What follows belongs to an exercise in optimizing a design on an open flow for small area and few clock cycles; a production flow would make more cautious choices.
Only simulation tests tie the RTL to the original design; equivalence was not proved.
Power is estimated from default activity; no workload was simulated.

== north ==
// text_to_lcd_command_stream
module text_to_lcd_command_stream #(
	parameter int unsigned PAGE_COUNT = ttlcd_pkg::PageCountDef
) (
	input  logic       clk,
	input  logic       arst_n,
	input  logic       in_valid,
	output logic       in_ready,
	input  logic [7:0] char_code,
	output logic       out_valid,
	input  logic       out_ready,
	output logic [7:0] out_byte,
	output logic       is_data,
	output logic       last
);
Size: roughly 440 cells after synthesis, ~27 flip-flops, roughly 24 I/O pins, ~2800 µm² of cells after synthesis.
==> flow/config.mk <==
export PLATFORM = sky130hd
export DESIGN_NAME = text_to_lcd_command_stream
export DESIGN_NICKNAME = text_to_lcd_command_stream
export VERILOG_FILES = /design/flow/design.v
export SDC_FILE = /design/flow/constraint.sdc
export NUM_CORES = 4
export LEC_CHECK = 0
export CAP_MARGIN = 20
export CORE_MARGIN = 2
export CORE_UTILIZATION = 30
export CTS_CLUSTER_DIAMETER = 200
export CTS_CLUSTER_SIZE = 30
export GPL_TIMING_DRIVEN = 0
export PLACE_DENSITY = 0.5
export SETUP_SLACK_MARGIN = 0.2
export SLEW_MARGIN = 20
export SYNTH_MEMORY_MAX_BITS = 16384
==> flow/constraint.sdc <==
create_clock -name core_clock -period 5.0 [get_ports {clk}]
set_input_delay 1.0000 -clock core_clock [delete_from_list [all_inputs] [get_ports {clk}]]
set_output_delay 1.0000 -clock core_clock [all_outputs]
set_load 0.01 [all_outputs]
standard.sh (not shown) runs the stock make flow with config.mk's settings and CLKGATE_MAP_FILE= SYNTH_SCRIPT=/design/flow/synth_recipe.tcl, a recipe that flattens the netlist after the stock synthesis.
==> flow/flow/run.sh <==
#!/bin/bash
# Layout flow: the standard layout (standard.sh) with these changes to how it is made:
#  - synthesis: ABC maps the combinational logic with flow/abc_area_map.script (choices,
#    then area-oriented mapping) in place of ORFS's abc_area.script, and Yosys's half/full
#    adder extraction is skipped (ADDER_MAP_FILE empty) so ABC optimises those gates with
#    the rest. Registers are mapped by dfflibmap before either step, exactly as in the
#    standard synthesis, and synth_recipe.tcl's flatten and renaming are kept as they are;
#  - every input and output port still gets its own buffer, a sky130_fd_sc_hd__buf_1
#    (BUFFER_PORTS_ARGS) instead of the larger cell buffer_ports picks by default.
# Each tool's output goes to ORFS's logs under orfs/logs/; make's own output to
# make_finish.log here.
set -euo pipefail
W=$(pwd)
sed -e 's#log_cmd abc {\*}$abc_args#log_cmd abc {*}[lreplace $abc_args 1 1 '"$W"'/flow/abc_area_map.script]#' \
	"$FLOW_HOME/scripts/synth.tcl" > "$W/synth_area.tcl"
grep -q 'abc_area_map.script' "$W/synth_area.tcl"
sed -e "s#\$::env(SCRIPTS_DIR)/synth.tcl#$W/synth_area.tcl#" "$W/synth_recipe.tcl" > "$W/synth_wrap.tcl"
grep -q 'synth_area.tcl' "$W/synth_wrap.tcl"
bash "$W/standard.sh" SYNTH_SCRIPT="$W/synth_wrap.tcl" ADDER_MAP_FILE= \
	BUFFER_PORTS_ARGS="-buffer_cell sky130_fd_sc_hd__buf_1" finish > "$W/make_finish.log" 2>&1
==> flow/flow/abc_area_map.script <==
strash
 dc2
 &get -n
 &syn2
 &dch -f
 &nf -R 1000
 &put
 topo
 stime -c
north: flow completed, timing, DRC and antenna clean
Testbench counts of north, summed over its fixed seeds: cycles 84,008.
Modified inputs, south compared to north
Settings: CTS_CLUSTER_DIAMETER no longer set, was 200; CTS_CLUSTER_SIZE no longer set, was 30.
==> flow/flow/abc_area_map.script <==
strash
 dch -f
 amap
 topo
 stime -c
## What came out
Looking at final critical-path required period, south sits above north.
Share of power burned in combinational logic | south above north
Of north and south, the run reporting the lower number of non-clock buffers in the layout was south.
Taking north as 1.0, south lands at 1.08 on total power.
For east, these inputs were changed with respect to south:
==> flow/flow/abc_area_map.script <==
strash
 dc2
 &get -n
 &dch -f
 &nf -D 3000 -R 1000
 &put
 topo
 stime -c
Findings:
Compared to south, the router laid down less metal wire for east. Looking at area share of buffers outside the clock network, east sits above south. east vs south, startpoint of the most critical setup path: code_q[4]$_DFFE_PN_ vs code_q[0]$_DFFE_PN_. east vs south: part of the cycle the worst path needs down.
What west does differently from east at the input level:
Settings: swapping 0.2 for 0.1 in SETUP_SLACK_MARGIN.
==> flow/flow/abc_area_map.script <==
strash
 dc2
 &get -n
 &syn2
 &dch -f
 &nf -R 1000
 &put
 topo
 stime -c
Results
Critical path depth on west is down relative to east. As far as post-route DRC violation count goes, west and east are indistinguishable; the numbers are identical. west against east: detailed-route vias per instance now sits lower, synthesis-to-layout area growth now sits higher. Per the comparison of west with east, total nets after synthesis went up 16; total wire length after detailed routing rose by 8.2%; final cell area excluding filler cells now sits higher.
Input changes introduced in middle (baseline for comparison: west):
Settings: a change of SETUP_SLACK_MARGIN from 0.1 to 0.2.
==> flow/flow/abc_area_map.script <==
strash
 &get -n
 &dch -f
 &nf -D 3000 -R 1000
 &put
 topo
 stime -c
--- outcome ---
- The wire length of the first global-routing pass of middle is lower than that of west.
- [middle] via count of the routed design fell 192 relative to west
- Compared to west, the router laid down less metal wire for middle.

========
## v1
Starting RTL as in the previous note.
export LEC_CHECK = 0
export CAP_MARGIN = 20
export CORE_MARGIN = 2
export CORE_UTILIZATION = 30
export GPL_TIMING_DRIVEN = 0
export PLACE_DENSITY = 0.5
export SETUP_SLACK_MARGIN = 0.2
export SLEW_MARGIN = 20
export SYNTH_MEMORY_MAX_BITS = 16384
create_clock -name core_clock -period 5.0 [get_ports {clk}]
==> flow/flow/abc_area_map.script <==
strash
 dc2
 &get -n
 &syn2
 &dch -f
 &nf -R 1000
 &put
 topo
 stime -c
Scripts as last shown in full above: flow/flow/run.sh
Testbench counts of v1, summed over its fixed seeds: cycles 84,008.
Edits applied to the flow inputs when going from v1 to v51:
Settings: PLACE_DENSITY: 0.5 -> 0.55; SETUP_SLACK_MARGIN: 0.2 -> 0.3.
==> flow/flow/abc_area_map.script <==
strash
 &get -n
 &dch -f
 &nf -D 3000 -R 1000
 &put
 topo
 stime -c
--- outcome ---
The flow did not stop early for v51: all stages ran, and the layout cleared the timing, design-rule and antenna checks. The standard cells in v51 occupy less silicon area than those in v1 do. In the metrics for v1 and v51, the one carrying the higher simple-gate portion of the synthesized area is v1. v1 has a higher die area than v51. Via total after detailed routing (lower): v51. v51 reports its slowest cell on the critical path as edfxtp_1 while v1 reports or4_1. Going from v1 to v51, global-route wire length before repair went down by 1500 um; share of power burned in combinational logic was more or less identical; post-layout total power went down by 0.15 mW. v51 vs. v1: post-detailed-routing wire length went down by 1100 um. Post-synthesis cell area sits lower in v51 than in v1.
Setup changes, v51 to v9
Settings: a change of PLACE_DENSITY from 0.55 to 0.5.
Results
v51 and v9 ended up with roughly the same total net switching power. v9 vs v51: ratio of cells with drive above 1 in the final layout down. The fraction of registers with async set/reset on v51 is in line with that on v9. Any difference in final wirelength between v9 and v51 is small enough to ignore. Between v9 and v51, the first-pass GRT wire length is higher for v9. From v51 to v9 the numbers moved as follows: final non-filler cell area has remained practically unchanged; area added between synthesis and finish has remained practically unchanged. As far as final total power is concerned, v9 and v51 perform about the same. The final period demand of the worst path of v9 was superior to that of v51.

-- re-timing with driven ports --
In the flow no input, the clock included, has a driving cell. The finished layouts below were timed again as built, in two steps.
Step 1: set_driving_cell puts a clkbuf_16 on clk and a buf_2 on each other input, an assumption about the parent block.
Step 2, shift: input delay + t, output delay - t, t = (earliest + latest rising clock arrival at the registers) / 2. This alone moves slack from input paths to output paths.
a / b / c = ideal ports / drivers / drivers and shift; a / b = the first two.
run	t (ns)	slack for setup (ns)	worst setup path after step 2	worst data-port slew with drivers (ns)	cell pins on the clock port's net
north	0.292	0.453 / 0.453 / 0.453	register to register	0.03	1
south	0.303	0.259 / 0.259 / 0.259	register to register	0.03	1
east	0.292	0.423 / 0.423 / 0.423	register to register	0.04	1
west	0.294	0.357 / 0.357 / 0.357	register to register	0.03	1
middle	0.293	0.156 / 0.156 / 0.156	register to register	0.03	1
v1	0.292	0.453 / 0.453 / 0.453	register to register	0.03	1
v51	0.290	0.328 / 0.328 / 0.328	register to register	0.03	1
v9	0.294	0.345 / 0.345 / 0.345	register to register	0.03	1
After both steps every run listed still meets setup and hold.
